What follows belongs to an exercise in optimizing a design on an open flow for small area, a short achievable clock period and few clock cycles; a production flow would make more cautious choices. Where RTL was checked, it was by simulation tests only, not by an equivalence proof against the original. No activity file was given, so power comes from the tool's default toggle rates.

==> run a: inputs <==
// soc_top
module soc_top (
    input  logic                        clk,
    input  logic                        rst_n,
    input  logic [64:0]                 bus,
    input  logic [7:0]                  gpi1,
    input  logic [7:0]                  gpi2,
    input  logic [7:0]                  switches,
    output logic [soc_pkg::DATA_W-1:0]  rdata,
    output logic [soc_pkg::DATA_W-1:0]  gpo1,
    output logic [soc_pkg::DATA_W-1:0]  gpo2,
    output logic [7:0]                  seg,
    output logic [7:0]                  an
);
    localparam int W = soc_pkg::DATA_W;
    localparam int N = soc_pkg::RAM_WORDS;
    localparam int G  = N / 2;
    soc_pkg::bus_req_t          req;
    logic                       ram_we;
    logic                       fact_we;
    logic                       gpio_we;
    soc_pkg::rd_sel_t           rd_sel;
    logic [W-1:0]               fact_rdata;
    logic [W-1:0]               gpio_rdata;
    logic [W-1:0]               other_rdata;
    logic                       in_window;
    logic                       ram_en;
    logic                       fact_en;
    logic                       gpio_en;
    logic [N-1:0][W-1:0]        mem;
  ...
==> module ram_read2, before the edit <==
module ram_read2 (
    input  logic a0,
    input  logic s0_n,
    input  logic a1,
    input  logic s1_n,
    output logic y
);
    assign y = ~((a0 | s0_n) & (a1 | s1_n));
endmodule
==> module rd_nor2, before the edit <==
module rd_nor2 (
    input  logic a,
    input  logic b,
    output logic y
);
    assign y = ~(a | b);
endmodule
==> module rd_nand4, before the edit <==
module rd_nand4 (
    input  logic a,
    input  logic b,
    input  logic c,
    input  logic d,
    output logic y
);
    assign y = ~(a & b & c & d);
endmodule
==> module soc_top, before the edit <==
module soc_top (
    input  logic                        clk,
    input  logic                        rst_n,
    input  logic [64:0]                 bus,
    input  logic [7:0]                  gpi1,
    input  logic [7:0]                  gpi2,
    input  logic [7:0]                  switches,
    output logic [soc_pkg::DATA_W-1:0]  rdata,
    output logic [soc_pkg::DATA_W-1:0]  gpo1,
    output logic [soc_pkg::DATA_W-1:0]  gpo2,
    output logic [7:0]                  seg,
    output logic [7:0]                  an
);
    localparam int W = soc_pkg::DATA_W;
    localparam int N = soc_pkg::RAM_WORDS;
    localparam int G  = N / 2;
    soc_pkg::bus_req_t          req;
    logic                       ram_we;
    logic                       fact_we;
    logic                       gpio_we;
    soc_pkg::rd_sel_t           rd_sel;
    logic [W-1:0]               fact_rdata;
    logic [W-1:0]               gpio_rdata;
    logic [W-1:0]               other_rdata;
    logic                       in_window;
    logic                       ram_en;
    logic                       fact_en;
    logic                       gpio_en;
    logic [N-1:0][W-1:0]        mem;
    logic [N-1:0][W-1:0]        mem_d;
    logic [soc_pkg::RAM_AW-1:0] word_addr;
    logic [N-1:0]               sel;
    logic [N-1:0]               sel_n;
    logic [N-1:0]               load;
    logic [N-1:0]               hold;
    logic [W-1:0][G-1:0]        part_z;
    logic [W-1:0]               ram_rdata;
    logic [W-1:0][G/2-1:0]      l1_n;
    logic [W-1:0][G/8-1:0]      l2;
    logic [W-1:0][G/16-1:0]     l3_n;
    assign req = bus;
    addr_decode u_decode (
        .bus     (req),
        .ram_we  (ram_we),
        .fact_we (fact_we),
        .gpio_we (gpio_we),
        .rd_sel  (rd_sel)
    );
    fact_accel u_fact (
        .clk   (clk),
        .rst_n (rst_n),
        .we    (fact_we),
        .bus   (req),
        .rdata (fact_rdata)
    );
    gpio_port u_gpio (
        .clk   (clk),
        .rst_n (rst_n),
        .we    (gpio_we),
        .bus   (req),
        .gpi1  (gpi1),
        .gpi2  (gpi2),
        .rdata (gpio_rdata),
        .gpo1  (gpo1),
        .gpo2  (gpo2)
    );
    seg_display u_disp (
        .clk      (clk),
        .rst_n    (rst_n),
        .bus      (req),
        .switches (switches),
        .gpo1     (gpo1),
        .gpo2     (gpo2),
        .seg      (seg),
        .an       (an)
    );
    assign word_addr = req.addr[soc_pkg::RAM_AW+1:2];
    always_comb
    begin
        for (int i = 0; i < N; i++)
        begin
            sel[i]  = (word_addr == i[soc_pkg::RAM_AW-1:0]);
            sel_n[i] = !sel[i];
            load[i] = ram_we && sel[i];
            hold[i] = !load[i];
        end
    end
    for (genvar i = 0; i < N; i++)
    begin : g_word
        for (genvar b = 0; b < W; b++)
        begin : g_bit
            ram_hold u_hold (
                .q    (mem[i][b]),
                .hold (hold[i]),
                .w    (req.wdata[b]),
                .load (load[i]),
                .d    (mem_d[i][b])
            );
        end
    end
    always_ff @(posedge clk)
    begin
        mem <= mem_d;
    end
    for (genvar b = 0; b < W; b++)
    begin : g_rd
        for (genvar g = 0; g < G; g++)
        begin : g_p2
            ram_read2 u_read (
                .a0   (mem[2*g][b]),
                .s0_n (sel_n[2*g]),
                .a1   (mem[2*g+1][b]),
                .s1_n (sel_n[2*g+1]),
                .y    (part_z[b][g])
            );
        end
        for (genvar k = 0; k < G/2; k++)
        begin : g_l1
            rd_nor2 u_l1 (
                .a (part_z[b][2*k]),
                .b (part_z[b][2*k+1]),
                .y (l1_n[b][k])
            );
        end
        for (genvar k = 0; k < G/8; k++)
        begin : g_l2
            rd_nand4 u_l2 (
                .a (l1_n[b][4*k]),
                .b (l1_n[b][4*k+1]),
                .c (l1_n[b][4*k+2]),
                .d (l1_n[b][4*k+3]),
                .y (l2[b][k])
            );
        end
        for (genvar k = 0; k < G/16; k++)
        begin : g_l3
            rd_nor2 u_l3 (
                .a (l2[b][2*k]),
                .b (l2[b][2*k+1]),
                .y (l3_n[b][k])
            );
        end
        assign ram_rdata[b] = &l3_n[b];
    end
    assign in_window = (req.addr[soc_pkg::ADDR_W-1:12] == '0);
    assign ram_en    = in_window && (req.addr[11:8] == soc_pkg::BLK_RAM);
    assign fact_en   = in_window && (req.addr[11:8] == soc_pkg::BLK_FACT);
    assign gpio_en   = in_window && (req.addr[11:8] == soc_pkg::BLK_GPIO);
    assign other_rdata = ({W{fact_en}} & fact_rdata) | ({W{gpio_en}} & gpio_rdata);
    assign rdata = ({W{ram_en}} & ram_rdata) | other_rdata;
endmodule
Settings: LEC_CHECK=0, CAP_MARGIN=40, CORE_MARGIN=2, CORE_UTILIZATION=70, CTS_CLUSTER_DIAMETER=100, CTS_CLUSTER_SIZE=25, PLACE_DENSITY=0.8, SETUP_SLACK_MARGIN=4, SLEW_MARGIN=40, SYNTH_HIERARCHICAL=1, SYNTH_MINIMUM_KEEP_SIZE=0; clock period 9.0 ns.
standard.sh (not shown) runs the stock make flow with config.mk's settings and CLKGATE_MAP_FILE= SYNTH_SCRIPT=/design/flow/synth_recipe.tcl, a recipe that flattens the netlist after the stock synthesis.
==> flow/flow/run.sh <==
#!/bin/bash
# The standard layout, with three changes to how it is made:
#  - synthesis may not pick the larger o22ai sizes, so the RAM read cells
#    start small (the resizer may still upsize them later);
#  - the ports get small, fast buffers (buf_2) instead of delay cells;
#  - the clock tree has no dummy loads and larger sink clusters.
# Each step's full output goes to its own log file here.
set -e
PLATFORM_DONT_USE="sky130_fd_sc_hd__probe_p_8 sky130_fd_sc_hd__probec_p_8 sky130_fd_sc_hd__lpflow_bleeder_1 sky130_fd_sc_hd__lpflow_clkbufkapwr_1 sky130_fd_sc_hd__lpflow_clkbufkapwr_16 sky130_fd_sc_hd__lpflow_clkbufkapwr_2 sky130_fd_sc_hd__lpflow_clkbufkapwr_4 sky130_fd_sc_hd__lpflow_clkbufkapwr_8 sky130_fd_sc_hd__lpflow_clkinvkapwr_1 sky130_fd_sc_hd__lpflow_clkinvkapwr_16 sky130_fd_sc_hd__lpflow_clkinvkapwr_2 sky130_fd_sc_hd__lpflow_clkinvkapwr_4 sky130_fd_sc_hd__lpflow_clkinvkapwr_8 sky130_fd_sc_hd__lpflow_decapkapwr_12 sky130_fd_sc_hd__lpflow_decapkapwr_3 sky130_fd_sc_hd__lpflow_decapkapwr_4 sky130_fd_sc_hd__lpflow_decapkapwr_6 sky130_fd_sc_hd__lpflow_decapkapwr_8 sky130_fd_sc_hd__lpflow_inputiso0n_1 sky130_fd_sc_hd__lpflow_inputiso0p_1 sky130_fd_sc_hd__lpflow_inputiso1n_1 sky130_fd_sc_hd__lpflow_inputiso1p_1 sky130_fd_sc_hd__lpflow_inputisolatch_1 sky130_fd_sc_hd__lpflow_isobufsrc_1 sky130_fd_sc_hd__lpflow_isobufsrc_16 sky130_fd_sc_hd__lpflow_isobufsrc_2 sky130_fd_sc_hd__lpflow_isobufsrc_4 sky130_fd_sc_hd__lpflow_isobufsrc_8 sky130_fd_sc_hd__lpflow_isobufsrckapwr_16 sky130_fd_sc_hd__lpflow_lsbuf_lh_hl_isowell_tap_1 sky130_fd_sc_hd__lpflow_lsbuf_lh_hl_isowell_tap_2 sky130_fd_sc_hd__lpflow_lsbuf_lh_hl_isowell_tap_4 sky130_fd_sc_hd__lpflow_lsbuf_lh_isowell_4 sky130_fd_sc_hd__lpflow_lsbuf_lh_isowell_tap_1 sky130_fd_sc_hd__lpflow_lsbuf_lh_isowell_tap_2 sky130_fd_sc_hd__lpflow_lsbuf_lh_isowell_tap_4 "
bash standard.sh DONT_USE_CELLS="$PLATFORM_DONT_USE sky130_fd_sc_hd__o22ai_2 sky130_fd_sc_hd__o22ai_4" synth > synth.log 2>&1
bash standard.sh \
    BUFFER_PORTS_ARGS="-buffer_cell sky130_fd_sc_hd__buf_2" \
    CTS_ARGS="-sink_clustering_enable -repair_clock_nets -dont_use_dummy_load -sink_clustering_size 25 -sink_clustering_max_diameter 100" \
    finish > layout.log 2>&1
==> run b: changes against run a <==
--- a/flow/design.v
+++ b/flow/design.v
@@ -93,28 +93,12 @@
 endmodule
 module ram_read2 (
     input  logic a0,
-    input  logic s0_n,
+    input  logic s0,
     input  logic a1,
-    input  logic s1_n,
-    output logic y
+    input  logic s1,
+    output logic y_n
 );
-    assign y = ~((a0 | s0_n) & (a1 | s1_n));
-endmodule
-module rd_nor2 (
-    input  logic a,
-    input  logic b,
-    output logic y
-);
-    assign y = ~(a | b);
-endmodule
-module rd_nand4 (
-    input  logic a,
-    input  logic b,
-    input  logic c,
-    input  logic d,
-    output logic y
-);
-    assign y = ~(a & b & c & d);
+    assign y_n = ~((a0 & s0) | (a1 & s1));
 endmodule
 `timescale 1ns/100ps
 module fact_accel (
@@ -354,22 +338,15 @@
     logic [W-1:0]               fact_rdata;
     logic [W-1:0]               gpio_rdata;
     logic [W-1:0]               other_rdata;
-    logic                       in_window;
     logic                       ram_en;
-    logic                       fact_en;
-    logic                       gpio_en;
     logic [N-1:0][W-1:0]        mem;
     logic [N-1:0][W-1:0]        mem_d;
     logic [soc_pkg::RAM_AW-1:0] word_addr;
     logic [N-1:0]               sel;
-    logic [N-1:0]               sel_n;
     logic [N-1:0]               load;
     logic [N-1:0]               hold;
-    logic [W-1:0][G-1:0]        part_z;
+    logic [W-1:0][G-1:0]        part_n;
     logic [W-1:0]               ram_rdata;
-    logic [W-1:0][G/2-1:0]      l1_n;
-    logic [W-1:0][G/8-1:0]      l2;
-    logic [W-1:0][G/16-1:0]     l3_n;
     assign req = bus;
     addr_decode u_decode (
         .bus     (req),
@@ -412,7 +389,6 @@
         for (int i = 0; i < N; i++)
         begin
             sel[i]  = (word_addr == i[soc_pkg::RAM_AW-1:0]);
-            sel_n[i] = !sel[i];
             load[i] = ram_we && sel[i];
             hold[i] = !load[i];
         end
@@ -439,45 +415,23 @@
         for (genvar g = 0; g < G; g++)
         begin : g_p2
             ram_read2 u_read (
-                .a0   (mem[2*g][b]),
-                .s0_n (sel_n[2*g]),
-                .a1   (mem[2*g+1][b]),
-                .s1_n (sel_n[2*g+1]),
-                .y    (part_z[b][g])
-            );
-        end
-        for (genvar k = 0; k < G/2; k++)
-        begin : g_l1
-            rd_nor2 u_l1 (
-                .a (part_z[b][2*k]),
-                .b (part_z[b][2*k+1]),
-                .y (l1_n[b][k])
-            );
-        end
-        for (genvar k = 0; k < G/8; k++)
-        begin : g_l2
-            rd_nand4 u_l2 (
-                .a (l1_n[b][4*k]),
-                .b (l1_n[b][4*k+1]),
-                .c (l1_n[b][4*k+2]),
-                .d (l1_n[b][4*k+3]),
-                .y (l2[b][k])
-            );
-        end
-        for (genvar k = 0; k < G/16; k++)
-        begin : g_l3
-            rd_nor2 u_l3 (
-                .a (l2[b][2*k]),
-                .b (l2[b][2*k+1]),
-                .y (l3_n[b][k])
+                .a0  (mem[2*g][b]),
+                .s0  (sel[2*g]),
+                .a1  (mem[2*g+1][b]),
+                .s1  (sel[2*g+1]),
+                .y_n (part_n[b][g])
             );
         end
-        assign ram_rdata[b] = &l3_n[b];
+        assign ram_rdata[b] = !(&part_n[b]);
+    end
+    assign ram_en = (rd_sel == soc_pkg::SEL_RAM);
+    always_comb
+    begin
+        case (rd_sel)
+            soc_pkg::SEL_FACT: other_rdata = fact_rdata;
+            soc_pkg::SEL_GPIO: other_rdata = gpio_rdata;
+            default:           other_rdata = '0;
+        endcase
     end
-    assign in_window = (req.addr[soc_pkg::ADDR_W-1:12] == '0);
-    assign ram_en    = in_window && (req.addr[11:8] == soc_pkg::BLK_RAM);
-    assign fact_en   = in_window && (req.addr[11:8] == soc_pkg::BLK_FACT);
-    assign gpio_en   = in_window && (req.addr[11:8] == soc_pkg::BLK_GPIO);
-    assign other_rdata = ({W{fact_en}} & fact_rdata) | ({W{gpio_en}} & gpio_rdata);
     assign rdata = ({W{ram_en}} & ram_rdata) | other_rdata;
 endmodule
==> flow/flow/run.sh (replaced) <==
#!/bin/bash
# The standard layout, with three changes to how it is made:
#  - synthesis may not pick the larger a22oi sizes, so the RAM read cells
#    start small (the resizer may still upsize them later);
#  - the ports get small, fast buffers (buf_2) instead of delay cells;
#  - the clock tree has no dummy loads and larger sink clusters.
# Each step's full output goes to its own log file here.
set -e
PLATFORM_DONT_USE="sky130_fd_sc_hd__probe_p_8 sky130_fd_sc_hd__probec_p_8 sky130_fd_sc_hd__lpflow_bleeder_1 sky130_fd_sc_hd__lpflow_clkbufkapwr_1 sky130_fd_sc_hd__lpflow_clkbufkapwr_16 sky130_fd_sc_hd__lpflow_clkbufkapwr_2 sky130_fd_sc_hd__lpflow_clkbufkapwr_4 sky130_fd_sc_hd__lpflow_clkbufkapwr_8 sky130_fd_sc_hd__lpflow_clkinvkapwr_1 sky130_fd_sc_hd__lpflow_clkinvkapwr_16 sky130_fd_sc_hd__lpflow_clkinvkapwr_2 sky130_fd_sc_hd__lpflow_clkinvkapwr_4 sky130_fd_sc_hd__lpflow_clkinvkapwr_8 sky130_fd_sc_hd__lpflow_decapkapwr_12 sky130_fd_sc_hd__lpflow_decapkapwr_3 sky130_fd_sc_hd__lpflow_decapkapwr_4 sky130_fd_sc_hd__lpflow_decapkapwr_6 sky130_fd_sc_hd__lpflow_decapkapwr_8 sky130_fd_sc_hd__lpflow_inputiso0n_1 sky130_fd_sc_hd__lpflow_inputiso0p_1 sky130_fd_sc_hd__lpflow_inputiso1n_1 sky130_fd_sc_hd__lpflow_inputiso1p_1 sky130_fd_sc_hd__lpflow_inputisolatch_1 sky130_fd_sc_hd__lpflow_isobufsrc_1 sky130_fd_sc_hd__lpflow_isobufsrc_16 sky130_fd_sc_hd__lpflow_isobufsrc_2 sky130_fd_sc_hd__lpflow_isobufsrc_4 sky130_fd_sc_hd__lpflow_isobufsrc_8 sky130_fd_sc_hd__lpflow_isobufsrckapwr_16 sky130_fd_sc_hd__lpflow_lsbuf_lh_hl_isowell_tap_1 sky130_fd_sc_hd__lpflow_lsbuf_lh_hl_isowell_tap_2 sky130_fd_sc_hd__lpflow_lsbuf_lh_hl_isowell_tap_4 sky130_fd_sc_hd__lpflow_lsbuf_lh_isowell_4 sky130_fd_sc_hd__lpflow_lsbuf_lh_isowell_tap_1 sky130_fd_sc_hd__lpflow_lsbuf_lh_isowell_tap_2 sky130_fd_sc_hd__lpflow_lsbuf_lh_isowell_tap_4 "
bash standard.sh DONT_USE_CELLS="$PLATFORM_DONT_USE sky130_fd_sc_hd__a22oi_2 sky130_fd_sc_hd__a22oi_4" synth > synth.log 2>&1
bash standard.sh \
    BUFFER_PORTS_ARGS="-buffer_cell sky130_fd_sc_hd__buf_2" \
    CTS_ARGS="-sink_clustering_enable -repair_clock_nets -dont_use_dummy_load -sink_clustering_size 25 -sink_clustering_max_diameter 100" \
    finish > layout.log 2>&1
==> flow/config.mk (replaced) <==
export PLATFORM = sky130hd
export DESIGN_NAME = soc_top
export DESIGN_NICKNAME = soc_top
export VERILOG_FILES = /design/flow/design.v
export SDC_FILE = /design/flow/constraint.sdc
export NUM_CORES = 4
export LEC_CHECK = 0
export CAP_MARGIN = 20
export CORE_MARGIN = 2
export CORE_UTILIZATION = 65
export CTS_CLUSTER_DIAMETER = 100
export CTS_CLUSTER_SIZE = 25
export PLACE_DENSITY = 0.75
export SETUP_SLACK_MARGIN = 4
export SLEW_MARGIN = 20
export SYNTH_HIERARCHICAL = 1
export SYNTH_MINIMUM_KEEP_SIZE = 0
==> flow_metrics.py <==
metrics = {
    "route": {
        "routed_wl_mm": 319,
        "dr.pass1.iters": 14,
    },
    "critical_path": {
        "cp_max_fo": 10,
    },
    "sta": {
        "finClkSkew_ps": 20.9,
        "fmax_mhz": 146,
        "relSlewSlack": 0.366,
    },
    "finish": {
        "final_cells": 9104,
        "clk_share": 0.0267,
        "nMultiInputCombCells": 4690,
        "utilization": 0.828,
        "nNonClkBuffers": 598,
    },
    "power": {
        "pg_comb_w": 0.00118,
        "power_w": 0.0159,
        "leakagePower_nw": 36.3,
    },
    "floorplan": {
        "core_sq_um": 111000,
        "chipWidth_um": 339,
    },
    "clock_network": {
        "path_clk_slew_ps": 90,
    },
    "outcome": {
        "status": "complete, no violations",
    },
}
# the run above: run a

==> flow_metrics.py <==
metrics = {
    "finish": {
        "final_cells": 8847,
        "nMultiInputCombCells": 4172,
        "nNonClkBuffers": 676,
        "clk_share": 0.0270,
    },
    "sta": {
        "final_max_slew_viol_count": 5,
        "finClkSkew_ps": 10.8,
        "relSlewSlack": -0.0900,
        "fmax_mhz": 152,
    },
    "critical_path": {
        "cp_max_fo": 7,
    },
    "outcome": {
        "so.violations": "capacitance limit, slew limit",
        "status": "finished with violations",
    },
    "clock_network": {
        "path_clk_slew_ps": 100,
    },
    "floorplan": {
        "chipWidth_um": 350,
        "core_sq_um": 119000,
    },
    "route": {
        "dr.pass1.iters": 10,
    },
    "run": {
        "drv_cap": 1,
    },
    "power": {
        "leakagePower_nw": 35.0,
    },
}
# the run above: run b

Testbench counts of run a, summed over its fixed seeds: cycles 3,077.
For run b, only the layout was checked, not whether the RTL still works.

## what the ideal ports hide
The results above use ideal ports. As a check the final layouts listed here were re-extracted and re-timed, cells and wires unchanged. Step 1 sets driving cells, clkbuf_16 on the clock port and buf_2 on the other inputs (assumed; they add their load-dependent delay and slew). Step 2 moves the port delays by t, midway between the first and last clock arrival at a register: inputs arrive t later, outputs are due t later. That takes back most of the time a late clock gives input paths. a / b / c = ideal / step 1 / step 2; a / b = the first two.
run | t (ns) | setup WS [ns] | worst setup path at the end
run a | 0.818 | 2.159 / 2.050 / 2.050 | input to output
run b | 0.849 | 2.428 / 2.175 / 2.175 | input to output
The setup slack of run b, which loses most, moves by -0.253 ns with the drivers and by -0.253 ns with both steps.
